Context: an optimization exercise on an open-source flow, tuned for small area and a short achievable clock period. The choices shown serve that exercise and are no tape-out recipe.
For this run, only the layout was checked, not whether the RTL still works.
Power is estimated from default activity; no workload was simulated.

**flow/config.mk**
```make
export PLATFORM = sky130hd
export DESIGN_NAME = dense2_argmax
export DESIGN_NICKNAME = dense2_argmax
export VERILOG_FILES = /design/flow/design.v
export SDC_FILE = /design/flow/constraint.sdc
export NUM_CORES = 4
export LEC_CHECK = 0
export ABC_AREA = 1
export CAP_MARGIN = 20
export CORE_MARGIN = 2
export CORE_UTILIZATION = 40
export CTS_BUF_LIST = sky130_fd_sc_hd__clkbuf_4 sky130_fd_sc_hd__clkbuf_8
export PLACE_DENSITY = 0.6
export SETUP_SLACK_MARGIN = 5
export SLEW_MARGIN = 20
```
**flow/constraint.sdc**
```tcl
create_clock -name core_clock -period 11.0 [get_ports {clk}]
set_input_delay 2.2000 -clock core_clock [delete_from_list [all_inputs] [get_ports {clk}]]
set_output_delay 2.2000 -clock core_clock [all_outputs]
set_load 0.01 [all_outputs]
```
**flow/design.v**
```verilog
package dense2_pkg;
  localparam int unsigned N_IN      = 120;
  localparam int unsigned N_OUT     = 10;
  localparam int unsigned DW        = 16;
  localparam int unsigned FRAC_BITS = 8;
  localparam int unsigned ACC_W     = 30;
  localparam int unsigned AW        = 7;
  localparam int unsigned IDX_W     = 4;
  localparam logic [DW-1:0] SAT_MAX = {1'b0, {(DW-1){1'b1}}};
  localparam logic [DW-1:0] SAT_MIN = {1'b1, {(DW-1){1'b0}}};
  localparam int unsigned N_ST       = 6;
  localparam int unsigned I_IDLE     = 0;
  localparam int unsigned I_ACCUM    = 1;
  localparam int unsigned I_BIAS_RD  = 2;
  localparam int unsigned I_BIAS_ADD = 3;
  localparam int unsigned I_OUT      = 4;
  localparam int unsigned I_CLASS    = 5;
endpackage
module dense2_neuron_acc
(
  input  logic          clk,
  input  logic          keep,
  input  logic          shift,
  input  logic [29:0]   nxt_s,
  input  logic [29:0]   nxt_c,
  input  logic [7:0]    one,
  input  logic [7:0]    two,
  input  logic [7:0]    neg,
  input  logic [15:0]   w,
  output logic [29:0]   s,
  output logic [29:0]   c
);
  wire [29:0] sm = (s & {30{keep}}) | (nxt_s & {30{shift}});
  wire [29:0] cm = (c & {30{keep}}) | (nxt_c & {30{shift}});
  wire p1 = ((one[0] & w[0]) ^ neg[0]);
  wire p2 = (((one[0] & w[1]) | (two[0] & w[0])) ^ neg[0]);
  wire p3 = (((one[0] & w[2]) | (two[0] & w[1])) ^ neg[0]);
  wire p4 = (((one[0] & w[3]) | (two[0] & w[2])) ^ neg[0]);
  wire p5 = (((one[0] & w[4]) | (two[0] & w[3])) ^ neg[0]);
  wire p6 = (((one[0] & w[5]) | (two[0] & w[4])) ^ neg[0]);
  wire p7 = (((one[0] & w[6]) | (two[0] & w[5])) ^ neg[0]);
  wire p8 = (((one[0] & w[7]) | (two[0] & w[6])) ^ neg[0]);
  wire p9 = (((one[0] & w[8]) | (two[0] & w[7])) ^ neg[0]);
  wire p10 = (((one[0] & w[9]) | (two[0] & w[8])) ^ neg[0]);
  wire p11 = (((one[0] & w[10]) | (two[0] & w[9])) ^ neg[0]);
  wire p12 = (((one[0] & w[11]) | (two[0] & w[10])) ^ neg[0]);
  wire p13 = (((one[0] & w[12]) | (two[0] & w[11])) ^ neg[0]);
  wire p14 = (((one[0] & w[13]) | (two[0] & w[12])) ^ neg[0]);
  wire p15 = (((one[0] & w[14]) | (two[0] & w[13])) ^ neg[0]);
  wire p16 = (((one[0] & w[15]) | (two[0] & w[14])) ^ neg[0]);
  wire p17 = ~(((one[0] & w[15]) | (two[0] & w[15])) ^ neg[0]);
  wire p18 = ((one[1] & w[0]) ^ neg[1]);
  wire p19 = (((one[1] & w[1]) | (two[1] & w[0])) ^ neg[1]);
  wire p20 = (((one[1] & w[2]) | (two[1] & w[1])) ^ neg[1]);
  wire p21 = (((one[1] & w[3]) | (two[1] & w[2])) ^ neg[1]);
  wire p22 = (((one[1] & w[4]) | (two[1] & w[3])) ^ neg[1]);
  wire p23 = (((one[1] & w[5]) | (two[1] & w[4])) ^ neg[1]);
  wire p24 = (((one[1] & w[6]) | (two[1] & w[5])) ^ neg[1]);
  wire p25 = (((one[1] & w[7]) | (two[1] & w[6])) ^ neg[1]);
  wire p26 = (((one[1] & w[8]) | (two[1] & w[7])) ^ neg[1]);
  wire p27 = (((one[1] & w[9]) | (two[1] & w[8])) ^ neg[1]);
  wire p28 = (((one[1] & w[10]) | (two[1] & w[9])) ^ neg[1]);
  wire p29 = (((one[1] & w[11]) | (two[1] & w[10])) ^ neg[1]);
  wire p30 = (((one[1] & w[12]) | (two[1] & w[11])) ^ neg[1]);
  wire p31 = (((one[1] & w[13]) | (two[1] & w[12])) ^ neg[1]);
  wire p32 = (((one[1] & w[14]) | (two[1] & w[13])) ^ neg[1]);
  wire p33 = (((one[1] & w[15]) | (two[1] & w[14])) ^ neg[1]);
  wire p34 = ~(((one[1] & w[15]) | (two[1] & w[15])) ^ neg[1]);
  wire p35 = ((one[2] & w[0]) ^ neg[2]);
  wire p36 = (((one[2] & w[1]) | (two[2] & w[0])) ^ neg[2]);
  wire p37 = (((one[2] & w[2]) | (two[2] & w[1])) ^ neg[2]);
  wire p38 = (((one[2] & w[3]) | (two[2] & w[2])) ^ neg[2]);
  wire p39 = (((one[2] & w[4]) | (two[2] & w[3])) ^ neg[2]);
  wire p40 = (((one[2] & w[5]) | (two[2] & w[4])) ^ neg[2]);
  wire p41 = (((one[2] & w[6]) | (two[2] & w[5])) ^ neg[2]);
  wire p42 = (((one[2] & w[7]) | (two[2] & w[6])) ^ neg[2]);
  wire p43 = (((one[2] & w[8]) | (two[2] & w[7])) ^ neg[2]);
  wire p44 = (((one[2] & w[9]) | (two[2] & w[8])) ^ neg[2]);
  wire p45 = (((one[2] & w[10]) | (two[2] & w[9])) ^ neg[2]);
  wire p46 = (((one[2] & w[11]) | (two[2] & w[10])) ^ neg[2]);
  wire p47 = (((one[2] & w[12]) | (two[2] & w[11])) ^ neg[2]);
  wire p48 = (((one[2] & w[13]) | (two[2] & w[12])) ^ neg[2]);
  wire p49 = (((one[2] & w[14]) | (two[2] & w[13])) ^ neg[2]);
  wire p50 = (((one[2] & w[15]) | (two[2] & w[14])) ^ neg[2]);
  wire p51 = ~(((one[2] & w[15]) | (two[2] & w[15])) ^ neg[2]);
  wire p52 = ((one[3] & w[0]) ^ neg[3]);
  wire p53 = (((one[3] & w[1]) | (two[3] & w[0])) ^ neg[3]);
  wire p54 = (((one[3] & w[2]) | (two[3] & w[1])) ^ neg[3]);
  wire p55 = (((one[3] & w[3]) | (two[3] & w[2])) ^ neg[3]);
  wire p56 = (((one[3] & w[4]) | (two[3] & w[3])) ^ neg[3]);
  wire p57 = (((one[3] & w[5]) | (two[3] & w[4])) ^ neg[3]);
  wire p58 = (((one[3] & w[6]) | (two[3] & w[5])) ^ neg[3]);
  wire p59 = (((one[3] & w[7]) | (two[3] & w[6])) ^ neg[3]);
  wire p60 = (((one[3] & w[8]) | (two[3] & w[7])) ^ neg[3]);
  wire p61 = (((one[3] & w[9]) | (two[3] & w[8])) ^ neg[3]);
  wire p62 = (((one[3] & w[10]) | (two[3] & w[9])) ^ neg[3]);
  wire p63 = (((one[3] & w[11]) | (two[3] & w[10])) ^ neg[3]);
  wire p64 = (((one[3] & w[12]) | (two[3] & w[11])) ^ neg[3]);
  wire p65 = (((one[3] & w[13]) | (two[3] & w[12])) ^ neg[3]);
  wire p66 = (((one[3] & w[14]) | (two[3] & w[13])) ^ neg[3]);
  wire p67 = (((one[3] & w[15]) | (two[3] & w[14])) ^ neg[3]);
  wire p68 = ~(((one[3] & w[15]) | (two[3] & w[15])) ^ neg[3]);
  wire p69 = ((one[4] & w[0]) ^ neg[4]);
  wire p70 = (((one[4] & w[1]) | (two[4] & w[0])) ^ neg[4]);
  wire p71 = (((one[4] & w[2]) | (two[4] & w[1])) ^ neg[4]);
  wire p72 = (((one[4] & w[3]) | (two[4] & w[2])) ^ neg[4]);
  wire p73 = (((one[4] & w[4]) | (two[4] & w[3])) ^ neg[4]);
  wire p74 = (((one[4] & w[5]) | (two[4] & w[4])) ^ neg[4]);
  wire p75 = (((one[4] & w[6]) | (two[4] & w[5])) ^ neg[4]);
  wire p76 = (((one[4] & w[7]) | (two[4] & w[6])) ^ neg[4]);
  wire p77 = (((one[4] & w[8]) | (two[4] & w[7])) ^ neg[4]);
  wire p78 = (((one[4] & w[9]) | (two[4] & w[8])) ^ neg[4]);
  wire p79 = (((one[4] & w[10]) | (two[4] & w[9])) ^ neg[4]);
  wire p80 = (((one[4] & w[11]) | (two[4] & w[10])) ^ neg[4]);
  wire p81 = (((one[4] & w[12]) | (two[4] & w[11])) ^ neg[4]);
  wire p82 = (((one[4] & w[13]) | (two[4] & w[12])) ^ neg[4]);
  wire p83 = (((one[4] & w[14]) | (two[4] & w[13])) ^ neg[4]);
  wire p84 = (((one[4] & w[15]) | (two[4] & w[14])) ^ neg[4]);
  wire p85 = ~(((one[4] & w[15]) | (two[4] & w[15])) ^ neg[4]);
  wire p86 = ((one[5] & w[0]) ^ neg[5]);
  wire p87 = (((one[5] & w[1]) | (two[5] & w[0])) ^ neg[5]);
  wire p88 = (((one[5] & w[2]) | (two[5] & w[1])) ^ neg[5]);
  wire p89 = (((one[5] & w[3]) | (two[5] & w[2])) ^ neg[5]);
  wire p90 = (((one[5] & w[4]) | (two[5] & w[3])) ^ neg[5]);
  wire p91 = (((one[5] & w[5]) | (two[5] & w[4])) ^ neg[5]);
  wire p92 = (((one[5] & w[6]) | (two[5] & w[5])) ^ neg[5]);
  wire p93 = (((one[5] & w[7]) | (two[5] & w[6])) ^ neg[5]);
  wire p94 = (((one[5] & w[8]) | (two[5] & w[7])) ^ neg[5]);
  wire p95 = (((one[5] & w[9]) | (two[5] & w[8])) ^ neg[5]);
  wire p96 = (((one[5] & w[10]) | (two[5] & w[9])) ^ neg[5]);
  wire p97 = (((one[5] & w[11]) | (two[5] & w[10])) ^ neg[5]);
  wire p98 = (((one[5] & w[12]) | (two[5] & w[11])) ^ neg[5]);
  wire p99 = (((one[5] & w[13]) | (two[5] & w[12])) ^ neg[5]);
  wire p100 = (((one[5] & w[14]) | (two[5] & w[13])) ^ neg[5]);
  wire p101 = (((one[5] & w[15]) | (two[5] & w[14])) ^ neg[5]);
  wire p102 = ~(((one[5] & w[15]) | (two[5] & w[15])) ^ neg[5]);
  wire p103 = ((one[6] & w[0]) ^ neg[6]);
  wire p104 = (((one[6] & w[1]) | (two[6] & w[0])) ^ neg[6]);
  wire p105 = (((one[6] & w[2]) | (two[6] & w[1])) ^ neg[6]);
  wire p106 = (((one[6] & w[3]) | (two[6] & w[2])) ^ neg[6]);
  wire p107 = (((one[6] & w[4]) | (two[6] & w[3])) ^ neg[6]);
  wire p108 = (((one[6] & w[5]) | (two[6] & w[4])) ^ neg[6]);
  wire p109 = (((one[6] & w[6]) | (two[6] & w[5])) ^ neg[6]);
  wire p110 = (((one[6] & w[7]) | (two[6] & w[6])) ^ neg[6]);
  wire p111 = (((one[6] & w[8]) | (two[6] & w[7])) ^ neg[6]);
  wire p112 = (((one[6] & w[9]) | (two[6] & w[8])) ^ neg[6]);
  wire p113 = (((one[6] & w[10]) | (two[6] & w[9])) ^ neg[6]);
  wire p114 = (((one[6] & w[11]) | (two[6] & w[10])) ^ neg[6]);
  wire p115 = (((one[6] & w[12]) | (two[6] & w[11])) ^ neg[6]);
  wire p116 = (((one[6] & w[13]) | (two[6] & w[12])) ^ neg[6]);
  wire p117 = (((one[6] & w[14]) | (two[6] & w[13])) ^ neg[6]);
  wire p118 = (((one[6] & w[15]) | (two[6] & w[14])) ^ neg[6]);
  wire p119 = ~(((one[6] & w[15]) | (two[6] & w[15])) ^ neg[6]);
  wire p120 = ((one[7] & w[0]) ^ neg[7]);
  wire p121 = (((one[7] & w[1]) | (two[7] & w[0])) ^ neg[7]);
  wire p122 = (((one[7] & w[2]) | (two[7] & w[1])) ^ neg[7]);
  wire p123 = (((one[7] & w[3]) | (two[7] & w[2])) ^ neg[7]);
  wire p124 = (((one[7] & w[4]) | (two[7] & w[3])) ^ neg[7]);
  wire p125 = (((one[7] & w[5]) | (two[7] & w[4])) ^ neg[7]);
  wire p126 = (((one[7] & w[6]) | (two[7] & w[5])) ^ neg[7]);
  wire p127 = (((one[7] & w[7]) | (two[7] & w[6])) ^ neg[7]);
  wire p128 = (((one[7] & w[8]) | (two[7] & w[7])) ^ neg[7]);
  wire p129 = (((one[7] & w[9]) | (two[7] & w[8])) ^ neg[7]);
  wire p130 = (((one[7] & w[10]) | (two[7] & w[9])) ^ neg[7]);
  wire p131 = (((one[7] & w[11]) | (two[7] & w[10])) ^ neg[7]);
  wire p132 = (((one[7] & w[12]) | (two[7] & w[11])) ^ neg[7]);
  wire p133 = (((one[7] & w[13]) | (two[7] & w[12])) ^ neg[7]);
  wire p134 = (((one[7] & w[14]) | (two[7] & w[13])) ^ neg[7]);
  wire p135 = (((one[7] & w[15]) | (two[7] & w[14])) ^ neg[7]);
  wire p136 = ~(((one[7] & w[15]) | (two[7] & w[15])) ^ neg[7]);
  wire s137 = neg[1] ^ p3 ^ p18;
  wire c138 = (neg[1] & p3) | (neg[1] & p18) | (p3 & p18);
  wire s139 = p4 ^ p19 ^ c138;
  wire c140 = (p4 & p19) | (p4 & c138) | (p19 & c138);
  wire s141 = neg[2] ^ p5 ^ p20;
  wire c142 = (neg[2] & p5) | (neg[2] & p20) | (p5 & p20);
  wire s143 = p35 ^ s141 ^ c140;
  wire c144 = (p35 & s141) | (p35 & c140) | (s141 & c140);
  wire s145 = p6 ^ p21 ^ p36;
  wire c146 = (p6 & p21) | (p6 & p36) | (p21 & p36);
  wire s147 = c142 ^ s145 ^ c144;
  wire c148 = (c142 & s145) | (c142 & c144) | (s145 & c144);
  wire s149 = neg[3] ^ p7 ^ p22;
  wire c150 = (neg[3] & p7) | (neg[3] & p22) | (p7 & p22);
  wire s151 = p37 ^ p52 ^ c146;
  wire c152 = (p37 & p52) | (p37 & c146) | (p52 & c146);
  wire s153 = s149 ^ s151 ^ c148;
  wire c154 = (s149 & s151) | (s149 & c148) | (s151 & c148);
  wire s155 = p8 ^ p23 ^ p38;
  wire c156 = (p8 & p23) | (p8 & p38) | (p23 & p38);
  wire s157 = p53 ^ c150 ^ s155;
  wire c158 = (p53 & c150) | (p53 & s155) | (c150 & s155);
  wire s159 = c152 ^ s157;
  wire c160 = c152 & s157;
  wire s161 = sm[0] ^ cm[0] ^ neg[4];
  wire c162 = (sm[0] & cm[0]) | (sm[0] & neg[4]) | (cm[0] & neg[4]);
  wire s163 = s161 ^ p9 ^ p24;
  wire c164 = (s161 & p9) | (s161 & p24) | (p9 & p24);
  wire s165 = p39 ^ p54 ^ p69;
  wire c166 = (p39 & p54) | (p39 & p69) | (p54 & p69);
  wire s167 = c156 ^ s163 ^ s165;
  wire c168 = (c156 & s163) | (c156 & s165) | (s163 & s165);
  wire s169 = c158 ^ s167 ^ c160;
  wire c170 = (c158 & s167) | (c158 & c160) | (s167 & c160);
  wire s171 = sm[1] ^ cm[1] ^ c162;
  wire c172 = (sm[1] & cm[1]) | (sm[1] & c162) | (cm[1] & c162);
  wire s173 = p10 ^ p25 ^ p40;
  wire c174 = (p10 & p25) | (p10 & p40) | (p25 & p40);
  wire s175 = p55 ^ p70 ^ s171;
  wire c176 = (p55 & p70) | (p55 & s171) | (p70 & s171);
  wire s177 = c164 ^ c166 ^ s173;
  wire c178 = (c164 & c166) | (c164 & s173) | (c166 & s173);
  wire s179 = s175 ^ c168 ^ s177;
  wire c180 = (s175 & c168) | (s175 & s177) | (c168 & s177);
  wire s181 = sm[2] ^ cm[2] ^ neg[5];
  wire c182 = (sm[2] & cm[2]) | (sm[2] & neg[5]) | (cm[2] & neg[5]);
  wire s183 = s181 ^ p11 ^ p26;
  wire c184 = (s181 & p11) | (s181 & p26) | (p11 & p26);
  wire s185 = p41 ^ p56 ^ p71;
  wire c186 = (p41 & p56) | (p41 & p71) | (p56 & p71);
  wire s187 = p86 ^ c172 ^ c174;
  wire c188 = (p86 & c172) | (p86 & c174) | (c172 & c174);
  wire s189 = s183 ^ s185 ^ c176;
  wire c190 = (s183 & s185) | (s183 & c176) | (s185 & c176);
  wire s191 = s187 ^ c178 ^ s189;
  wire c192 = (s187 & c178) | (s187 & s189) | (c178 & s189);
  wire s193 = sm[3] ^ cm[3] ^ c182;
  wire c194 = (sm[3] & cm[3]) | (sm[3] & c182) | (cm[3] & c182);
  wire s195 = p12 ^ p27 ^ p42;
  wire c196 = (p12 & p27) | (p12 & p42) | (p27 & p42);
  wire s197 = p57 ^ p72 ^ p87;
  wire c198 = (p57 & p72) | (p57 & p87) | (p72 & p87);
  wire s199 = s193 ^ c184 ^ c186;
  wire c200 = (s193 & c184) | (s193 & c186) | (c184 & c186);
  wire s201 = s195 ^ s197 ^ c188;
  wire c202 = (s195 & s197) | (s195 & c188) | (s197 & c188);
  wire s203 = s199 ^ c190 ^ s201;
  wire c204 = (s199 & c190) | (s199 & s201) | (c190 & s201);
  wire s205 = sm[4] ^ cm[4] ^ neg[6];
  wire c206 = (sm[4] & cm[4]) | (sm[4] & neg[6]) | (cm[4] & neg[6]);
  wire s207 = s205 ^ p13 ^ p28;
  wire c208 = (s205 & p13) | (s205 & p28) | (p13 & p28);
  wire s209 = p43 ^ p58 ^ p73;
  wire c210 = (p43 & p58) | (p43 & p73) | (p58 & p73);
  wire s211 = p88 ^ p103 ^ c194;
  wire c212 = (p88 & p103) | (p88 & c194) | (p103 & c194);
  wire s213 = c196 ^ c198 ^ s207;
  wire c214 = (c196 & c198) | (c196 & s207) | (c198 & s207);
  wire s215 = s209 ^ s211 ^ c200;
  wire c216 = (s209 & s211) | (s209 & c200) | (s211 & c200);
  wire s217 = s213 ^ c202 ^ s215;
  wire c218 = (s213 & c202) | (s213 & s215) | (c202 & s215);
  wire s219 = sm[5] ^ cm[5] ^ c206;
  wire c220 = (sm[5] & cm[5]) | (sm[5] & c206) | (cm[5] & c206);
  wire s221 = p14 ^ p29 ^ p44;
  wire c222 = (p14 & p29) | (p14 & p44) | (p29 & p44);
  wire s223 = p59 ^ p74 ^ p89;
  wire c224 = (p59 & p74) | (p59 & p89) | (p74 & p89);
  wire s225 = p104 ^ s219 ^ c208;
  wire c226 = (p104 & s219) | (p104 & c208) | (s219 & c208);
  wire s227 = c210 ^ s221 ^ s223;
  wire c228 = (c210 & s221) | (c210 & s223) | (s221 & s223);
  wire s229 = c212 ^ s225 ^ c214;
  wire c230 = (c212 & s225) | (c212 & c214) | (s225 & c214);
  wire s231 = s227 ^ c216 ^ s229;
  wire c232 = (s227 & c216) | (s227 & s229) | (c216 & s229);
  wire s233 = sm[6] ^ cm[6] ^ neg[7];
  wire c234 = (sm[6] & cm[6]) | (sm[6] & neg[7]) | (cm[6] & neg[7]);
  wire s235 = s233 ^ p15 ^ p30;
  wire c236 = (s233 & p15) | (s233 & p30) | (p15 & p30);
  wire s237 = p45 ^ p60 ^ p75;
  wire c238 = (p45 & p60) | (p45 & p75) | (p60 & p75);
  wire s239 = p90 ^ p105 ^ p120;
  wire c240 = (p90 & p105) | (p90 & p120) | (p105 & p120);
  wire s241 = c220 ^ c222 ^ c224;
  wire c242 = (c220 & c222) | (c220 & c224) | (c222 & c224);
  wire s243 = s235 ^ s237 ^ s239;
  wire c244 = (s235 & s237) | (s235 & s239) | (s237 & s239);
  wire s245 = c226 ^ s241 ^ c228;
  wire c246 = (c226 & s241) | (c226 & c228) | (s241 & c228);
  wire s247 = s243 ^ c230 ^ s245;
  wire c248 = (s243 & c230) | (s243 & s245) | (c230 & s245);
  wire s249 = sm[7] ^ cm[7] ^ c234;
  wire c250 = (sm[7] & cm[7]) | (sm[7] & c234) | (cm[7] & c234);
  wire s251 = p16 ^ p31 ^ p46;
  wire c252 = (p16 & p31) | (p16 & p46) | (p31 & p46);
  wire s253 = p61 ^ p76 ^ p91;
  wire c254 = (p61 & p76) | (p61 & p91) | (p76 & p91);
  wire s255 = p106 ^ p121 ^ s249;
  wire c256 = (p106 & p121) | (p106 & s249) | (p121 & s249);
  wire s257 = c236 ^ c238 ^ c240;
  wire c258 = (c236 & c238) | (c236 & c240) | (c238 & c240);
  wire s259 = s251 ^ s253 ^ c242;
  wire c260 = (s251 & s253) | (s251 & c242) | (s253 & c242);
  wire s261 = s255 ^ s257 ^ c244;
  wire c262 = (s255 & s257) | (s255 & c244) | (s257 & c244);
  wire s263 = c246 ^ s259 ^ s261;
  wire c264 = (c246 & s259) | (c246 & s261) | (s259 & s261);
  wire s265 = 1'b1 ^ sm[8] ^ cm[8];
  wire c266 = (1'b1 & sm[8]) | (1'b1 & cm[8]) | (sm[8] & cm[8]);
  wire s267 = s265 ^ p17 ^ p32;
  wire c268 = (s265 & p17) | (s265 & p32) | (p17 & p32);
  wire s269 = p47 ^ p62 ^ p77;
  wire c270 = (p47 & p62) | (p47 & p77) | (p62 & p77);
  wire s271 = p92 ^ p107 ^ p122;
  wire c272 = (p92 & p107) | (p92 & p122) | (p107 & p122);
  wire s273 = c250 ^ c252 ^ c254;
  wire c274 = (c250 & c252) | (c250 & c254) | (c252 & c254);
  wire s275 = s267 ^ s269 ^ s271;
  wire c276 = (s267 & s269) | (s267 & s271) | (s269 & s271);
  wire s277 = c256 ^ c258 ^ s273;
  wire c278 = (c256 & c258) | (c256 & s273) | (c258 & s273);
  wire s279 = s275 ^ c260 ^ c262;
  wire c280 = (s275 & c260) | (s275 & c262) | (c260 & c262);
  wire s281 = s277 ^ c264 ^ s279;
  wire c282 = (s277 & c264) | (s277 & s279) | (c264 & s279);
  wire s283 = 1'b1 ^ sm[9] ^ cm[9];
  wire c284 = (1'b1 & sm[9]) | (1'b1 & cm[9]) | (sm[9] & cm[9]);
  wire s285 = c266 ^ s283 ^ p33;
  wire c286 = (c266 & s283) | (c266 & p33) | (s283 & p33);
  wire s287 = p48 ^ p63 ^ p78;
  wire c288 = (p48 & p63) | (p48 & p78) | (p63 & p78);
  wire s289 = p93 ^ p108 ^ p123;
  wire c290 = (p93 & p108) | (p93 & p123) | (p108 & p123);
  wire s291 = c268 ^ c270 ^ c272;
  wire c292 = (c268 & c270) | (c268 & c272) | (c270 & c272);
  wire s293 = s285 ^ s287 ^ s289;
  wire c294 = (s285 & s287) | (s285 & s289) | (s287 & s289);
  wire s295 = c274 ^ s291 ^ c276;
  wire c296 = (c274 & s291) | (c274 & c276) | (s291 & c276);
  wire s297 = s293 ^ c278 ^ s295;
  wire c298 = (s293 & c278) | (s293 & s295) | (c278 & s295);
  wire s299 = c280 ^ s297 ^ c282;
  wire c300 = (c280 & s297) | (c280 & c282) | (s297 & c282);
  wire s301 = sm[10] ^ cm[10] ^ c284;
  wire c302 = (sm[10] & cm[10]) | (sm[10] & c284) | (cm[10] & c284);
  wire s303 = p34 ^ p49 ^ p64;
  wire c304 = (p34 & p49) | (p34 & p64) | (p49 & p64);
  wire s305 = p79 ^ p94 ^ p109;
  wire c306 = (p79 & p94) | (p79 & p109) | (p94 & p109);
  wire s307 = p124 ^ s301 ^ c286;
  wire c308 = (p124 & s301) | (p124 & c286) | (s301 & c286);
  wire s309 = c288 ^ c290 ^ s303;
  wire c310 = (c288 & c290) | (c288 & s303) | (c290 & s303);
  wire s311 = s305 ^ c292 ^ s307;
  wire c312 = (s305 & c292) | (s305 & s307) | (c292 & s307);
  wire s313 = c294 ^ s309 ^ c296;
  wire c314 = (c294 & s309) | (c294 & c296) | (s309 & c296);
  wire s315 = s311 ^ c298 ^ s313;
  wire c316 = (s311 & c298) | (s311 & s313) | (c298 & s313);
  wire s317 = 1'b1 ^ sm[11] ^ cm[11];
  wire c318 = (1'b1 & sm[11]) | (1'b1 & cm[11]) | (sm[11] & cm[11]);
  wire s319 = s317 ^ p50 ^ p65;
  wire c320 = (s317 & p50) | (s317 & p65) | (p50 & p65);
  wire s321 = p80 ^ p95 ^ p110;
  wire c322 = (p80 & p95) | (p80 & p110) | (p95 & p110);
  wire s323 = p125 ^ c302 ^ c304;
  wire c324 = (p125 & c302) | (p125 & c304) | (c302 & c304);
  wire s325 = c306 ^ s319 ^ s321;
  wire c326 = (c306 & s319) | (c306 & s321) | (s319 & s321);
  wire s327 = c308 ^ s323 ^ c310;
  wire c328 = (c308 & s323) | (c308 & c310) | (s323 & c310);
  wire s329 = s325 ^ c312 ^ s327;
  wire c330 = (s325 & c312) | (s325 & s327) | (c312 & s327);
  wire s331 = c314 ^ s329 ^ c316;
  wire c332 = (c314 & s329) | (c314 & c316) | (s329 & c316);
  wire s333 = sm[12] ^ cm[12] ^ c318;
  wire c334 = (sm[12] & cm[12]) | (sm[12] & c318) | (cm[12] & c318);
  wire s335 = p51 ^ p66 ^ p81;
  wire c336 = (p51 & p66) | (p51 & p81) | (p66 & p81);
  wire s337 = p96 ^ p111 ^ p126;
  wire c338 = (p96 & p111) | (p96 & p126) | (p111 & p126);
  wire s339 = s333 ^ c320 ^ c322;
  wire c340 = (s333 & c320) | (s333 & c322) | (c320 & c322);
  wire s341 = s335 ^ s337 ^ c324;
  wire c342 = (s335 & s337) | (s335 & c324) | (s337 & c324);
  wire s343 = s339 ^ c326 ^ c328;
  wire c344 = (s339 & c326) | (s339 & c328) | (c326 & c328);
  wire s345 = s341 ^ c330 ^ s343;
  wire c346 = (s341 & c330) | (s341 & s343) | (c330 & s343);
  wire s347 = 1'b1 ^ sm[13] ^ cm[13];
  wire c348 = (1'b1 & sm[13]) | (1'b1 & cm[13]) | (sm[13] & cm[13]);
  wire s349 = s347 ^ p67 ^ p82;
  wire c350 = (s347 & p67) | (s347 & p82) | (p67 & p82);
  wire s351 = p97 ^ p112 ^ p127;
  wire c352 = (p97 & p112) | (p97 & p127) | (p112 & p127);
  wire s353 = c334 ^ c336 ^ c338;
  wire c354 = (c334 & c336) | (c334 & c338) | (c336 & c338);
  wire s355 = s349 ^ s351 ^ c340;
  wire c356 = (s349 & s351) | (s349 & c340) | (s351 & c340);
  wire s357 = s353 ^ c342 ^ s355;
  wire c358 = (s353 & c342) | (s353 & s355) | (c342 & s355);
  wire s359 = c344 ^ s357 ^ c346;
  wire c360 = (c344 & s357) | (c344 & c346) | (s357 & c346);
  wire s361 = sm[14] ^ cm[14] ^ c348;
  wire c362 = (sm[14] & cm[14]) | (sm[14] & c348) | (cm[14] & c348);
  wire s363 = p68 ^ p83 ^ p98;
  wire c364 = (p68 & p83) | (p68 & p98) | (p83 & p98);
  wire s365 = p113 ^ p128 ^ s361;
  wire c366 = (p113 & p128) | (p113 & s361) | (p128 & s361);
  wire s367 = c350 ^ c352 ^ s363;
  wire c368 = (c350 & c352) | (c350 & s363) | (c352 & s363);
  wire s369 = s365 ^ c354 ^ s367;
  wire c370 = (s365 & c354) | (s365 & s367) | (c354 & s367);
  wire s371 = c356 ^ s369 ^ c358;
  wire c372 = (c356 & s369) | (c356 & c358) | (s369 & c358);
  wire s373 = 1'b1 ^ sm[15] ^ cm[15];
  wire c374 = (1'b1 & sm[15]) | (1'b1 & cm[15]) | (sm[15] & cm[15]);
  wire s375 = s373 ^ p84 ^ p99;
  wire c376 = (s373 & p84) | (s373 & p99) | (p84 & p99);
  wire s377 = p114 ^ p129 ^ c362;
  wire c378 = (p114 & p129) | (p114 & c362) | (p129 & c362);
  wire s379 = c364 ^ s375 ^ c366;
  wire c380 = (c364 & s375) | (c364 & c366) | (s375 & c366);
  wire s381 = s377 ^ c368 ^ s379;
  wire c382 = (s377 & c368) | (s377 & s379) | (c368 & s379);
  wire s383 = c370 ^ s381 ^ c372;
  wire c384 = (c370 & s381) | (c370 & c372) | (s381 & c372);
  wire s385 = sm[16] ^ cm[16] ^ c374;
  wire c386 = (sm[16] & cm[16]) | (sm[16] & c374) | (cm[16] & c374);
  wire s387 = p85 ^ p100 ^ p115;
  wire c388 = (p85 & p100) | (p85 & p115) | (p100 & p115);
  wire s389 = p130 ^ s385 ^ c376;
  wire c390 = (p130 & s385) | (p130 & c376) | (s385 & c376);
  wire s391 = s387 ^ c378 ^ s389;
  wire c392 = (s387 & c378) | (s387 & s389) | (c378 & s389);
  wire s393 = c380 ^ s391 ^ c382;
  wire c394 = (c380 & s391) | (c380 & c382) | (s391 & c382);
  wire s395 = 1'b1 ^ sm[17] ^ cm[17];
  wire c396 = (1'b1 & sm[17]) | (1'b1 & cm[17]) | (sm[17] & cm[17]);
  wire s397 = s395 ^ p101 ^ p116;
  wire c398 = (s395 & p101) | (s395 & p116) | (p101 & p116);
  wire s399 = p131 ^ c386 ^ c388;
  wire c400 = (p131 & c386) | (p131 & c388) | (c386 & c388);
  wire s401 = s397 ^ c390 ^ s399;
  wire c402 = (s397 & c390) | (s397 & s399) | (c390 & s399);
  wire s403 = c392 ^ s401 ^ c394;
  wire c404 = (c392 & s401) | (c392 & c394) | (s401 & c394);
  wire s405 = sm[18] ^ cm[18] ^ c396;
  wire c406 = (sm[18] & cm[18]) | (sm[18] & c396) | (cm[18] & c396);
  wire s407 = p102 ^ p117 ^ p132;
  wire c408 = (p102 & p117) | (p102 & p132) | (p117 & p132);
  wire s409 = s405 ^ c398 ^ s407;
  wire c410 = (s405 & c398) | (s405 & s407) | (c398 & s407);
  wire s411 = c400 ^ s409 ^ c402;
  wire c412 = (c400 & s409) | (c400 & c402) | (s409 & c402);
  wire s413 = 1'b1 ^ sm[19] ^ cm[19];
  wire c414 = (1'b1 & sm[19]) | (1'b1 & cm[19]) | (sm[19] & cm[19]);
  wire s415 = s413 ^ p118 ^ p133;
  wire c416 = (s413 & p118) | (s413 & p133) | (p118 & p133);
  wire s417 = c406 ^ c408 ^ s415;
  wire c418 = (c406 & c408) | (c406 & s415) | (c408 & s415);
  wire s419 = c410 ^ s417 ^ c412;
  wire c420 = (c410 & s417) | (c410 & c412) | (s417 & c412);
  wire s421 = sm[20] ^ cm[20] ^ c414;
  wire c422 = (sm[20] & cm[20]) | (sm[20] & c414) | (cm[20] & c414);
  wire s423 = p119 ^ p134 ^ s421;
  wire c424 = (p119 & p134) | (p119 & s421) | (p134 & s421);
  wire s425 = c416 ^ s423 ^ c418;
  wire c426 = (c416 & s423) | (c416 & c418) | (s423 & c418);
  wire s427 = 1'b1 ^ sm[21] ^ cm[21];
  wire c428 = (1'b1 & sm[21]) | (1'b1 & cm[21]) | (sm[21] & cm[21]);
  wire s429 = s427 ^ p135 ^ c422;
  wire c430 = (s427 & p135) | (s427 & c422) | (p135 & c422);
  wire s431 = c424 ^ s429 ^ c426;
  wire c432 = (c424 & s429) | (c424 & c426) | (s429 & c426);
  wire s433 = sm[22] ^ cm[22] ^ c428;
  wire c434 = (sm[22] & cm[22]) | (sm[22] & c428) | (cm[22] & c428);
  wire s435 = p136 ^ s433 ^ c430;
  wire c436 = (p136 & s433) | (p136 & c430) | (s433 & c430);
  wire s437 = 1'b1 ^ sm[23] ^ cm[23];
  wire c438 = (1'b1 & sm[23]) | (1'b1 & cm[23]) | (sm[23] & cm[23]);
  wire s439 = s437 ^ c434 ^ c436;
  wire c440 = (s437 & c434) | (s437 & c436) | (c434 & c436);
  wire s441 = 1'b1 ^ sm[24] ^ cm[24];
  wire c442 = (1'b1 & sm[24]) | (1'b1 & cm[24]) | (sm[24] & cm[24]);
  wire s443 = c438 ^ s441;
  wire c444 = c438 & s441;
  wire s445 = 1'b1 ^ sm[25] ^ cm[25];
  wire c446 = (1'b1 & sm[25]) | (1'b1 & cm[25]) | (sm[25] & cm[25]);
  wire s447 = c442 ^ s445 ^ c444;
  wire c448 = (c442 & s445) | (c442 & c444) | (s445 & c444);
  wire s449 = 1'b1 ^ sm[26] ^ cm[26];
  wire c450 = (1'b1 & sm[26]) | (1'b1 & cm[26]) | (sm[26] & cm[26]);
  wire s451 = c446 ^ s449 ^ c448;
  wire c452 = (c446 & s449) | (c446 & c448) | (s449 & c448);
  wire s453 = 1'b1 ^ sm[27] ^ cm[27];
  wire c454 = (1'b1 & sm[27]) | (1'b1 & cm[27]) | (sm[27] & cm[27]);
  wire s455 = c450 ^ s453 ^ c452;
  wire c456 = (c450 & s453) | (c450 & c452) | (s453 & c452);
  wire s457 = 1'b1 ^ sm[28] ^ cm[28];
  wire c458 = (1'b1 & sm[28]) | (1'b1 & cm[28]) | (sm[28] & cm[28]);
  wire s459 = c454 ^ s457 ^ c456;
  wire c460 = (c454 & s457) | (c454 & c456) | (s457 & c456);
  wire s461 = 1'b1 ^ sm[29] ^ cm[29];
  wire c462 = (1'b1 & sm[29]) | (1'b1 & cm[29]) | (sm[29] & cm[29]);
  wire s463 = c458 ^ s461 ^ c460;
  wire c464 = (c458 & s461) | (c458 & c460) | (s461 & c460);
  wire [8:0] low_sum = {1'b0, c154, s153, s147, s143, s139, s137, p2, p1} + {1'b0, s159, 1'b0, 1'b0, 1'b0, 1'b0, 1'b0, 1'b0, neg[0]};
  always_ff @(posedge clk) begin
    s <= {s463, s459, s455, s451, s447, c440, s439, c432, s431, c420, s419, c404, s403, c384, s383, c360, s359, c332, s331, c300, s299, s281, c248, c232, c218, c204, c192, c180, c170, s169};
    c <= {1'b0, 1'b0, 1'b0, 1'b0, 1'b0, s443, 1'b0, s435, 1'b0, s425, 1'b0, s411, 1'b0, s393, 1'b0, s371, 1'b0, s345, 1'b0, s315, 1'b0, 1'b0, s263, s247, s231, s217, s203, s191, s179, low_sum[8]};
  end
endmodule
module dense2_argmax
(
  input  logic                clk,
  input  logic                rst,
  input  logic                in_valid,
  input  logic                frame_start_in,
  input  logic                frame_end_in,
  input  logic [dense2_pkg::DW-1:0]       dense_input,
  output logic                rom_en,
  output logic [dense2_pkg::AW-1:0]       rom_addr,
  input  logic [dense2_pkg::N_OUT*dense2_pkg::DW-1:0] rom_data,
  output logic                out_valid,
  output logic                frame_start_out,
  output logic                frame_end_out,
  output logic [dense2_pkg::DW-1:0]       logit_out,
  output logic                class_valid,
  output logic [dense2_pkg::IDX_W-1:0]    class_idx,
  output logic                err
);
  localparam int unsigned W = dense2_pkg::ACC_W;
  logic [dense2_pkg::N_ST-1:0]   state;
  logic [dense2_pkg::N_ST-1:0]   state_n;
  logic [dense2_pkg::AW-1:0]     cnt;
  logic              clear;
  logic              take;
  logic              err_c;
  logic              keep_q;
  logic [dense2_pkg::IDX_W-1:0]  out_k;
  logic [dense2_pkg::DW-1:0]     best_val;
  logic [dense2_pkg::IDX_W-1:0]  best_idx;
  logic [W-1:0]      acc_s [dense2_pkg::N_OUT];
  logic [W-1:0]      acc_c [dense2_pkg::N_OUT];
  logic st_idle, st_accum, st_bias_rd, st_bias_add, st_out, st_class;
  assign st_idle     = state[dense2_pkg::I_IDLE];
  assign st_accum    = state[dense2_pkg::I_ACCUM];
  assign st_bias_rd  = state[dense2_pkg::I_BIAS_RD];
  assign st_bias_add = state[dense2_pkg::I_BIAS_ADD];
  assign st_out      = state[dense2_pkg::I_OUT];
  assign st_class    = state[dense2_pkg::I_CLASS];
  logic [dense2_pkg::DW-1:0] sample_n;
  logic [7:0] b_one_n, b_two_n, b_neg_n;
  logic [7:0] b_one, b_two, b_neg;
  logic load_x;
  assign load_x = in_valid && (st_idle || st_accum);
  always_comb begin
    if (load_x) begin
      sample_n = dense_input;
    end else if (st_bias_rd) begin
      sample_n = dense2_pkg::DW'(1 << dense2_pkg::FRAC_BITS);
    end else begin
      sample_n = '0;
    end
    for (int k = 0; k < 8; k++) begin
      logic x0, x1, x2;
      x0 = (k == 0) ? 1'b0 : sample_n[2*k-1];
      x1 = sample_n[2*k];
      x2 = sample_n[2*k+1];
      b_one_n[k] = x1 ^ x0;
      b_two_n[k] = (x2 & ~x1 & ~x0) | (~x2 & x1 & x0);
      b_neg_n[k] = x2;
    end
  end
  for (genvar k = 0; k < dense2_pkg::N_OUT; k++) begin : g_neuron
    dense2_neuron_acc u_acc (
      .clk     (clk),
      .keep    (keep_q),
      .shift   (st_out),
      .nxt_s   ((k == dense2_pkg::N_OUT - 1) ? '0 : acc_s[(k + 1) % dense2_pkg::N_OUT]),
      .nxt_c   ((k == dense2_pkg::N_OUT - 1) ? '0 : acc_c[(k + 1) % dense2_pkg::N_OUT]),
      .one     (b_one),
      .two     (b_two),
      .neg     (b_neg),
      .w       (rom_data[k*dense2_pkg::DW +: dense2_pkg::DW]),
      .s       (acc_s[k]),
      .c       (acc_c[k])
    );
  end
  logic start_ok;    
  logic last_idx;    
  logic in_frame;    
  assign start_ok = in_valid && frame_start_in && !frame_end_in;
  assign last_idx = (cnt == dense2_pkg::AW'(dense2_pkg::N_IN - 1));
  assign in_frame = st_accum && in_valid && !frame_start_in;
  assign take   = (st_idle && start_ok) || (st_accum && in_valid);
  assign clear  = in_valid && frame_start_in && ((st_idle && !frame_end_in) || st_accum);
  assign rom_en = !rst && (take || st_bias_rd);
  always_comb begin
    rom_addr = '0;
    if (!rst && in_frame) begin
      rom_addr = cnt;
    end else if (!rst && st_bias_rd) begin
      rom_addr = dense2_pkg::AW'(dense2_pkg::N_IN);
    end
  end
  assign err_c = (st_idle && in_valid && frame_start_in && frame_end_in)
              || (st_accum && in_valid && (frame_start_in || (frame_end_in != last_idx)))
              || (!st_idle && !st_accum && in_valid);
  always_comb begin
    state_n = '0;
    state_n[dense2_pkg::I_IDLE]     = (st_idle && !start_ok)
                                   || (in_frame && (frame_end_in ? !last_idx : last_idx))
                                   || st_class;
    state_n[dense2_pkg::I_ACCUM]    = (st_idle && start_ok)
                                   || (st_accum && !(in_frame && (frame_end_in || last_idx)));
    state_n[dense2_pkg::I_BIAS_RD]  = in_frame && frame_end_in && last_idx;
    state_n[dense2_pkg::I_BIAS_ADD] = st_bias_rd;
    state_n[dense2_pkg::I_OUT]      = st_bias_add
                                   || (st_out && (out_k != dense2_pkg::IDX_W'(dense2_pkg::N_OUT - 1)));
    state_n[dense2_pkg::I_CLASS]    = st_out && (out_k == dense2_pkg::IDX_W'(dense2_pkg::N_OUT - 1));
  end
  logic [W-1:0]  sel_sum;
  logic [dense2_pkg::DW-1:0] logit_c;
  assign sel_sum = acc_s[0] + acc_c[0];
  assign logit_c = (sel_sum[W-1:dense2_pkg::DW-1] == {(W-dense2_pkg::DW+1){sel_sum[W-1]}})
                 ? sel_sum[dense2_pkg::DW-1:0]
                 : (sel_sum[W-1] ? dense2_pkg::SAT_MIN : dense2_pkg::SAT_MAX);
  logic              better;
  logic [dense2_pkg::IDX_W-1:0]  cur_idx;
  assign better  = frame_start_out || ($signed(logit_out) > $signed(best_val));
  assign cur_idx = out_k - dense2_pkg::IDX_W'(1);
  always_ff @(posedge clk) begin
    if (rst) begin
      state           <= dense2_pkg::N_ST'(1) << dense2_pkg::I_IDLE;
      keep_q          <= 1'b0;
      out_valid       <= 1'b0;
      frame_start_out <= 1'b0;
      frame_end_out   <= 1'b0;
      logit_out       <= '0;
      class_valid     <= 1'b0;
      class_idx       <= '0;
      err             <= 1'b0;
    end else begin
      state           <= state_n;
      keep_q          <= !clear && !state_n[dense2_pkg::I_OUT];
      err             <= err_c;
      out_valid       <= st_out;
      frame_start_out <= st_out && (out_k == '0);
      frame_end_out   <= st_out && (out_k == dense2_pkg::IDX_W'(dense2_pkg::N_OUT - 1));
      if (st_out) begin
        logit_out <= logit_c;
      end
      class_valid     <= st_class;
      if (st_class) begin
        class_idx <= better ? cur_idx : best_idx;
      end
    end
  end
  always_ff @(posedge clk) begin
    if (clear) begin
      cnt <= dense2_pkg::AW'(1);
    end else if (in_valid) begin
      cnt <= cnt + dense2_pkg::AW'(1);    
    end
    b_one <= b_one_n;
    b_two <= b_two_n;
    b_neg <= b_neg_n;
    if (st_bias_add) begin
      out_k <= '0;
    end else if (st_out) begin
      out_k <= out_k + dense2_pkg::IDX_W'(1);
    end
    if (out_valid && better) begin
      best_val <= logit_out;
      best_idx <= cur_idx;
    end
  end
endmodule
```
**flow/flow/run.sh**
```bash
#!/bin/bash
# The standard layout (standard.sh: unchanged synthesis, floorplan, place,
# CTS, route) with three changes:
#  - repair_timing aims for 5.8 ns of setup slack at the design's 11 ns clock;
#  - ports are buffered with buf_2 cells instead of the default delay cells;
#  - after synthesis, invpush.py removes inverters between full-adder cells by
#    flipping adders (a full adder is self-dual), leaving registers, ports and
#    all other cells as synthesis made them.
# Each tool's output goes to a log here; ORFS keeps its step logs under orfs/logs.
set -euo pipefail
sed 's/SETUP_SLACK_MARGIN=[0-9.]*/SETUP_SLACK_MARGIN=5.8 "BUFFER_PORTS_ARGS=-buffer_cell sky130_fd_sc_hd__buf_2"/' standard.sh > standard_margin.sh
grep -q 'SETUP_SLACK_MARGIN=5.8 "BUFFER_PORTS_ARGS' standard_margin.sh
bash standard_margin.sh synth > synth.log 2>&1
NET=orfs/results/sky130hd/dense2_argmax/base/1_2_yosys.v
cp "$NET" 1_2_yosys.standard.v
python3 flow/invpush.py 1_2_yosys.standard.v "$NET" > invpush.log 2>&1
touch "$NET"
bash standard_margin.sh > standard.log 2>&1
```
**flow/flow/invpush.py**
```python
#!/usr/bin/env python3
"""Remove inverters around full adders in a flat Yosys netlist of sky130hd cells.

A full adder is self-dual: FA(~a, ~b, ~c) = (~sum, ~cout). Synthesis often
leaves inverters between adder cells; this flips adders (feeding them the
complement of their inputs, so their outputs carry the complement) where that
lowers the number of inverters, then re-inserts one inverter per net whose
complement is still needed. Registers, ports and all other cells are kept.

usage: invpush.py IN.v OUT.v
"""
import re
import sys

OUTPINS = {"X", "Y", "Q", "Q_N", "SUM", "COUT", "HI", "LO"}
INV = re.compile(r"sky130_fd_sc_hd__inv_\d+$")
FA = re.compile(r"sky130_fd_sc_hd__fa_\d+$")
XOR = re.compile(r"sky130_fd_sc_hd__x(n?)or2_(\d+)$")

src = re.sub(r"\(\*.*?\*\)", "", open(sys.argv[1]).read())
m_first = re.search(r"^\s*sky130_fd_sc_hd__\w+\s", src, re.M)
head = src[:m_first.start()]
tail_i = src.rindex("endmodule")
body = src[m_first.start():tail_i]
tail = src[tail_i:]
if re.search(r"^\s*assign\s", body, re.M) or re.search(r"^\s*assign\s", head, re.M):
    sys.exit("assign statements not supported")

inst_re = re.compile(r"\s*(sky130_fd_sc_hd__\w+)\s+(\\\S+\s|\S+)\s*\((.*?)\);\s*", re.S)
pin_re = re.compile(r"\.(\w+)\(\s*(\\\S+\s|[^()\s]+)\s*\)")
insts = []
pos = 0
while pos < len(body):
    m = inst_re.match(body, pos)
    if not m:
        sys.exit("parse error at: " + body[pos:pos + 200])
    pins = [(p, n.strip()) for p, n in pin_re.findall(m.group(3))]
    insts.append([m.group(1), m.group(2).strip(), pins])
    pos = m.end()

# ports
ports_out = set()
ports_in = set()
for kind, rng, names in re.findall(r"^\s*(input|output)\s+(\[\d+:\d+\]\s+)?([^;]+);", head, re.M):
    for nm in names.split(","):
        nm = nm.strip()
        if rng:
            hi, lo = map(int, re.findall(r"\d+", rng))
            bits = [f"{nm}[{i}]" for i in range(min(hi, lo), max(hi, lo) + 1)]
        else:
            bits = [nm]
        (ports_out if kind == "output" else ports_in).update(bits)

driver = {}
for idx, (typ, name, pins) in enumerate(insts):
    for p, n in pins:
        if p in OUTPINS:
            driver[n] = (idx, p)

def is_inv(idx):
    return INV.match(insts[idx][0]) is not None

# inverters kept as they are: those driving output ports
keep_inv = set()
for idx, (typ, name, pins) in enumerate(insts):
    if is_inv(idx):
        y = dict(pins)["Y"]
        if y in ports_out:
            keep_inv.add(idx)

def root(n):
    par = 0
    seen = 0
    while n in driver and is_inv(driver[n][0]) and driver[n][0] not in keep_inv:
        n = dict(insts[driver[n][0]][2])["A"]
        par ^= 1
        seen += 1
        if seen > 1000:
            sys.exit("inverter loop")
    return n, par

# loads: (inst idx, pin index) -> (root, parity); only non-removed cells
removed = {i for i in range(len(insts)) if is_inv(i) and i not in keep_inv}
loads = []          # [idx, pin_i, root, parity]
for idx, (typ, name, pins) in enumerate(insts):
    if idx in removed:
        continue
    for pi, (p, n) in enumerate(pins):
        if p in OUTPINS or not re.match(r"^(\\\S+|[A-Za-z_][\w$]*(\[\d+\])?)$", n):
            continue
        r, par = root(n)
        loads.append([idx, pi, r, par])
for n in ports_out:
    if n in driver and driver[n][0] in removed:
        sys.exit("port driven by removable inverter: " + n)

fa_idx = [i for i in range(len(insts)) if FA.match(insts[i][0]) or XOR.match(insts[i][0])]
is_fa = {i: FA.match(insts[i][0]) is not None for i in fa_idx}
# FAs whose outputs are ports cannot flip
noflip = set()
for i in fa_idx:
    for p, n in insts[i][2]:
        if p in OUTPINS and n in ports_out:
            noflip.add(i)
flip = {}
out_of = {}   # root net -> driving FA idx (if FA)
for i in fa_idx:
    for p, n in insts[i][2]:
        if p in OUTPINS:
            out_of[n] = i

loads_by_root = {}
loads_by_inst = {}
for L in loads:
    loads_by_root.setdefault(L[2], []).append(L)
    loads_by_inst.setdefault(L[0], []).append(L)

def need(L):
    own = flip.get(L[0], 0) if FA.match(insts[L[0]][0]) else 0
    return L[3] ^ own ^ flip.get(out_of.get(L[2], -1), 0)

cnt = {r: sum(need(L) for L in Ls) for r, Ls in loads_by_root.items()}
def cost():
    return sum(1 for r in cnt if cnt[r] > 0)

def delta(i):
    ch = {}
    for L in (loads_by_inst.get(i, []) if is_fa[i] else []):
        ch[L[2]] = ch.get(L[2], 0) + (1 - 2 * need(L))
    outs = [n for p, n in insts[i][2] if p in OUTPINS]
    for n in outs:
        for L in loads_by_root.get(n, []):
            if L[0] == i:
                continue
            ch[n] = ch.get(n, 0) + (1 - 2 * need(L))
    d = 0
    for r, c in ch.items():
        before = cnt[r] > 0
        after = cnt[r] + c > 0
        d += int(after) - int(before)
    return d, ch

c0 = cost()
# Start from a polarity that satisfies as many adder-to-adder connections as a
# breadth-first walk over them allows, then improve greedily.
if "--nobfs" not in sys.argv:
    fa_set = set(fa_idx) - noflip
    adj = {i: [] for i in fa_set}
    for L in loads:
        g = out_of.get(L[2], -1)
        if L[0] in fa_set and g in fa_set and g != L[0] and is_fa[L[0]]:
            adj[L[0]].append((g, L[3]))
            adj[g].append((L[0], L[3]))
    seen = set()
    from collections import deque
    for s0 in fa_idx:
        if s0 not in fa_set or s0 in seen:
            continue
        seen.add(s0)
        flip[s0] = 0
        dq = deque([s0])
        while dq:
            u = dq.popleft()
            for v, p in adj[u]:
                if v not in seen:
                    seen.add(v)
                    flip[v] = flip.get(u, 0) ^ p
                    dq.append(v)
    cnt = {r: sum(need(L) for L in Ls) for r, Ls in loads_by_root.items()}
    print(f"after walk: {cost()} (from {c0})", file=sys.stderr)
changed = True
rounds = 0
while changed and rounds < 50:
    changed = False
    rounds += 1
    for i in fa_idx:
        if i in noflip:
            continue
        d, ch = delta(i)
        if d < 0:
            flip[i] = flip.get(i, 0) ^ 1
            for r, c in ch.items():
                cnt[r] += c
            changed = True
# Flip whole groups of adders joined by adder-to-adder connections when that helps.
if "--nobfs" not in sys.argv:
    comp = {}
    for s0 in fa_idx:
        if s0 not in fa_set or s0 in comp:
            continue
        comp[s0] = s0
        stack = [s0]
        while stack:
            u = stack.pop()
            for v, p in adj[u]:
                if v not in comp:
                    comp[v] = s0
                    stack.append(v)
    groups = {}
    for i, g in comp.items():
        groups.setdefault(g, []).append(i)
    def gdelta(members):
        ms = set(members)
        affected = set()
        for i in members:
            if is_fa[i]:
                for L in loads_by_inst.get(i, []):
                    affected.add(L[2])
            for p, n in insts[i][2]:
                if p in OUTPINS:
                    affected.add(n)
        before = {r: cnt[r] for r in affected}
        for i in members:
            flip[i] = flip.get(i, 0) ^ 1
        after = {r: sum(need(L) for L in loads_by_root.get(r, [])) for r in affected}
        d = sum(int(after[r] > 0) - int(before[r] > 0) for r in affected)
        return d, after
    for it in range(3):
        improved = False
        for g, members in groups.items():
            if len(members) < 2:
                continue
            d, after = gdelta(members)
            if d < 0:
                cnt.update(after)
                improved = True
            else:
                for i in members:
                    flip[i] = flip.get(i, 0) ^ 1
        changed = True
        rounds2 = 0
        while changed and rounds2 < 50:
            changed = False
            rounds2 += 1
            for i in fa_idx:
                if i in noflip:
                    continue
                d, ch = delta(i)
                if d < 0:
                    flip[i] = flip.get(i, 0) ^ 1
                    for r, c in ch.items():
                        cnt[r] += c
                    changed = True
                    improved = True
        if not improved:
            break
    print(f"groups: {len(groups)}, largest {max(len(m) for m in groups.values())}", file=sys.stderr)
c1 = cost()
assert c1 == sum(1 for r, Ls in loads_by_root.items() if any(need(L) for L in Ls))

# rebuild: a flipped xor becomes an xnor and vice versa
for i in fa_idx:
    m = XOR.match(insts[i][0])
    if m and flip.get(i, 0):
        insts[i][0] = f"sky130_fd_sc_hd__{'xor' if m.group(1) else 'xnor'}2_{m.group(2)}"
        outpin = "X" if m.group(1) else "Y"   # xor2 drives X, xnor2 drives Y
        insts[i][2] = [(outpin if p in ("X", "Y") else p, n) for p, n in insts[i][2]]
# rebuild
inv_net = {}
new_insts = []
k = 0
for r, Ls in loads_by_root.items():
    if any(need(L) for L in Ls):
        k += 1
        nn = f"_ipush_n{k}_"
        inv_net[r] = nn
        new_insts.append(["sky130_fd_sc_hd__inv_1", f"_ipush_i{k}_", [("A", r), ("Y", nn)]])
for L in loads:
    idx, pi, r, par = L
    p, _ = insts[idx][2][pi]
    insts[idx][2][pi] = (p, inv_net[r] if need(L) else r)

def fmt(n):
    return n + " " if n.startswith("\\") else n

out = [head]
for idx, (typ, name, pins) in enumerate(insts + new_insts):
    if idx < len(insts) and idx in removed:
        continue
    out.append(f"  {typ} {fmt(name)} (\n" + ",\n".join(f"    .{p}({fmt(n)})" for p, n in pins) + "\n  );\n")
decl = "".join(f"  wire {n};\n" for n in inv_net.values())
text = "".join(out)
text = text.replace(head, head + decl, 1)
open(sys.argv[2], "w").write(text + tail)
print(f"inverters: {len(removed) + len(keep_inv)} before, {len(keep_inv) + len(inv_net)} after; "
      f"{sum(flip.values())} of {len(fa_idx)} adders flipped; rounds {rounds}", file=sys.stderr)
```
**flow/standard.sh**
```bash
#!/bin/bash
# synth_recipe.tcl (not shown) runs the flow's synth.tcl, then flattens the netlist and writes it again
# the make line also repeats each setting of config.mk as NAME=value (left out here)
make -C /OpenROAD-flow-scripts/flow DESIGN_CONFIG=/design/flow/config.mk WORK_HOME=/design/flow/orfs CLKGATE_MAP_FILE= SYNTH_SCRIPT=/design/flow/synth_recipe.tcl "${@:-finish}"
```
==> results.toml <==
[layout]
layout_common_cells = "o22ai_1, fa_1, xnor2_1, inv_1, dfxtp_1"
utilization_pct = 44.44
nNetsFinal = 9079
final_cells = 9850
drive_gt1_share_pct = 16.87
layout_commonest_cell = "o22ai_1"
area_growth_pct = 10.66

[sta]
fin_crit_sh_pct = 46.81
timing.final.ws_setup_ns = 5.850
fmax_ghz = 0.1942
maxSlewHeadroom_pct = 29.47
fin_crit_ns = 5.150
final.setup.tns_ns = 0
tightestPinTransition_ns = 1.058
setup_violations = 0
drv_slew = 0
fin_skew_ns = 0.08514
rsz0062_at_grt = "no"
finalHoldViolCount = 0

[global_routing]
grt-ovfl-total = 0
grt_max_degree = 148
antenna_found_initial = 14
grt_pass1_wl_um = 401500
grt_pass1_vias = 63900
grtUsageTotal_pct = 28.30

[job]
drv_cap = 0

[worst_setup_path]
critPathLaunchType = "primary input"
cp_cell_sequence = "buf_2 > clkinvlp_4 > o22ai_2 > xnor2_1 > fa_2 > fa_1 > fa_2 > fa_2 > fa_2 > fa_2"
r2r_slack_ns = 5.87
path_max_fanout = 16
r2r-end = "g_neuron[0].u_acc.s[11]"
r2r_cells = 11
crit_required_ns = 11.84
endpoint_kind = "register"
worstSetupPathType = "primary input to register"
crit_path_top_delay_cell = "fa_1"
r2r_start = "b_one[2]"
arrival_ns = 5.99
crit_top_cell = "fa_2"
critPathMaxStageDelay_ns = 0.57

[routing]
drt_pre_antenna_iters = 6
wl_per_cell_um = 26.93
wl_um = 265300
postRouteAntennaNets = 0
vias = 59300
post-route-drc-count = 0
drt-initial-drc-count = 6505
vias_per_cell = 6.020

[floorplanning]
core_um2 = 182700
io_pins = 214
rows = 157
dieArea_um2 = 186900
fp.dieH_um = 432.3
die_x_um = 432.3
initial_utilization_pct = 40.16

[placed_design]
place_inst = 9619
dp_slack_ns = 4.998
hpwl_um = 176200
portBuffers = 213
place_congestion = 0.9385

[power_and_ir_drop]
power_uw = 23290
power.density_nw_per_um2 = 286.9
vdd_ir_drop_max_mv = 0.1511
p_leak_uw = 0.03295

[cts]
root_buffer = "clkbuf_8"
htree_levels = 3
clk_path_buf_depth = 3
insertion_delay_ns = 0.93
hold_buffers = 0
numCtsBuffers = 114
clkTransAtPathRegs_ns = 0.07
numClockSinks = 546
cts_tree = "built"

[synth]
synth_area_um2 = 73370
syn_avg_cell_area_um2 = 9.626
synth_warnings = 4
synthCells = 7622
syn_nets = 9332

[worst_hold_path]
worstHoldPathType = "register to register"
min_path_cells = 2
hold_path_startpoint = "class_idx[0]"
min_to = "class_idx[0]"

[status]
status = "timing/DRC/antenna clean"
## worst max path at each step
stage / start / depth (start not counted) / slack, ns / to
3_3_place_gp: rom_data[87] / 10 / 5.02 / g_neuron[5].u_acc.s[11]
2_1_floorplan: rom_data[37] / 10 / 5.60 / g_neuron[2].u_acc.s[11]
3_5_place_dp: rom_data[87] / 10 / 5.00 / g_neuron[5].u_acc.s[11]
5_1_grt: frame_start_in / 6 / 5.80 / rom_en
4_1_cts: b_neg[4] / 9 / 5.79 / g_neuron[8].u_acc.s[9]
6_report: rom_data[87] / 10 / 5.85 / g_neuron[5].u_acc.s[11]
## flip-flops by register name, indices dropped and copies added, names as in the netlist
register and flops:
b_neg 8, state 6, logit_out 16, best_idx 4, class_idx 4, frame_start_out 1, out_k 4, class_valid 1
g_neuron.u_acc.c 160, b_one 8, g_neuron.u_acc.s 300, keep_q 1, cnt 7, err 1, best_val 16, b_two 8
out_valid 1
## critical path: cells and delay by family
family                     cells  cell delay, ns
buffers and inverters          2            0.64
adders and majority gates      6            2.70
xor gates and xnor gates       1            0.14
AOI/OAI and AO/OA              1            0.29
## where the power goes
part           switching [uW]  internal, uW
clock                    1090          1460
sequential                406          3380
combinational            9440          7520
total                   10900         12400
## layer usage
metal | wire length (um) | vias up | global-route usage (%) | share of wire [%]
li1 | - | 24510 | - | -
met1 | 104200 | 30130 | 37.78 | 39
met2 | 117900 | 3939 | 43.17 | 44
met3 | 30010 | 723 | 7.471 | 11
met4 | 13190 | 2 | 12.42 | 5.0
met5 | 13 | - | 0.07806 | 0.0049
## stage by stage
| step | instance area [um2] | hold WS [ns] |
|---|---|---|
| detailed placement | 78130 | 0.4367 |
| floorplan | 77250 | 0.4372 |
| finish | 81190 | 0.4465 |
| global placement | 78120 | 0.4334 |
| CTS | 80850 | 0.4504 |
| global route | 81190 | 0.4659 |
## area by class of cell
class / count / area, um2
clock buffer: 176 / 2160
multi-input combinational: 5414 / 57920
clock inverter: 33 / 430.4
inverter: 980 / 4429
timing repair buffer: 313 / 2092
fill: 17300 / 101500
antenna: 3 / 7.507
sequential: 546 / 11170
tap: 2385 / 2984
## what timing repair did
| item | CTS | global route |
|---|---|---|
| pin swaps | 0 | 2 |
| setup buffers | 1 | 16 |
| gates resized for setup | 34 | 33 |
| cloned | 0 | 1 |
| endpoints found under the setup margin | 101 | 35 |

port drivers added, routing unchanged:
How much do the figures lean on ideal ports? The routed layout below was timed once more, with nothing changed but the port constraints. Step 1, drivers: a clkbuf_16 drives clk and a buf_2 each remaining input, both assumed. Step 2 moves the port delays by t, midway between the first and last clock arrival at a register: inputs arrive t later, outputs are due t later. That takes back most of the time a late clock gives input paths. a / b / c = no drivers / after step 1 / after step 2; a / b = the first two.
shift t [ns]: 0.962
slack for setup (ns): 5.850 / 5.817 / 4.946
worst setup path after step 2: input to register
worst slew at a driven data input, ns: 0.15
cell pins on the clock port's net: 1
After both steps setup and hold are still met in this run. For this run, drivers alone change the setup slack by -0.033 ns; drivers and shift together by -0.904 ns.
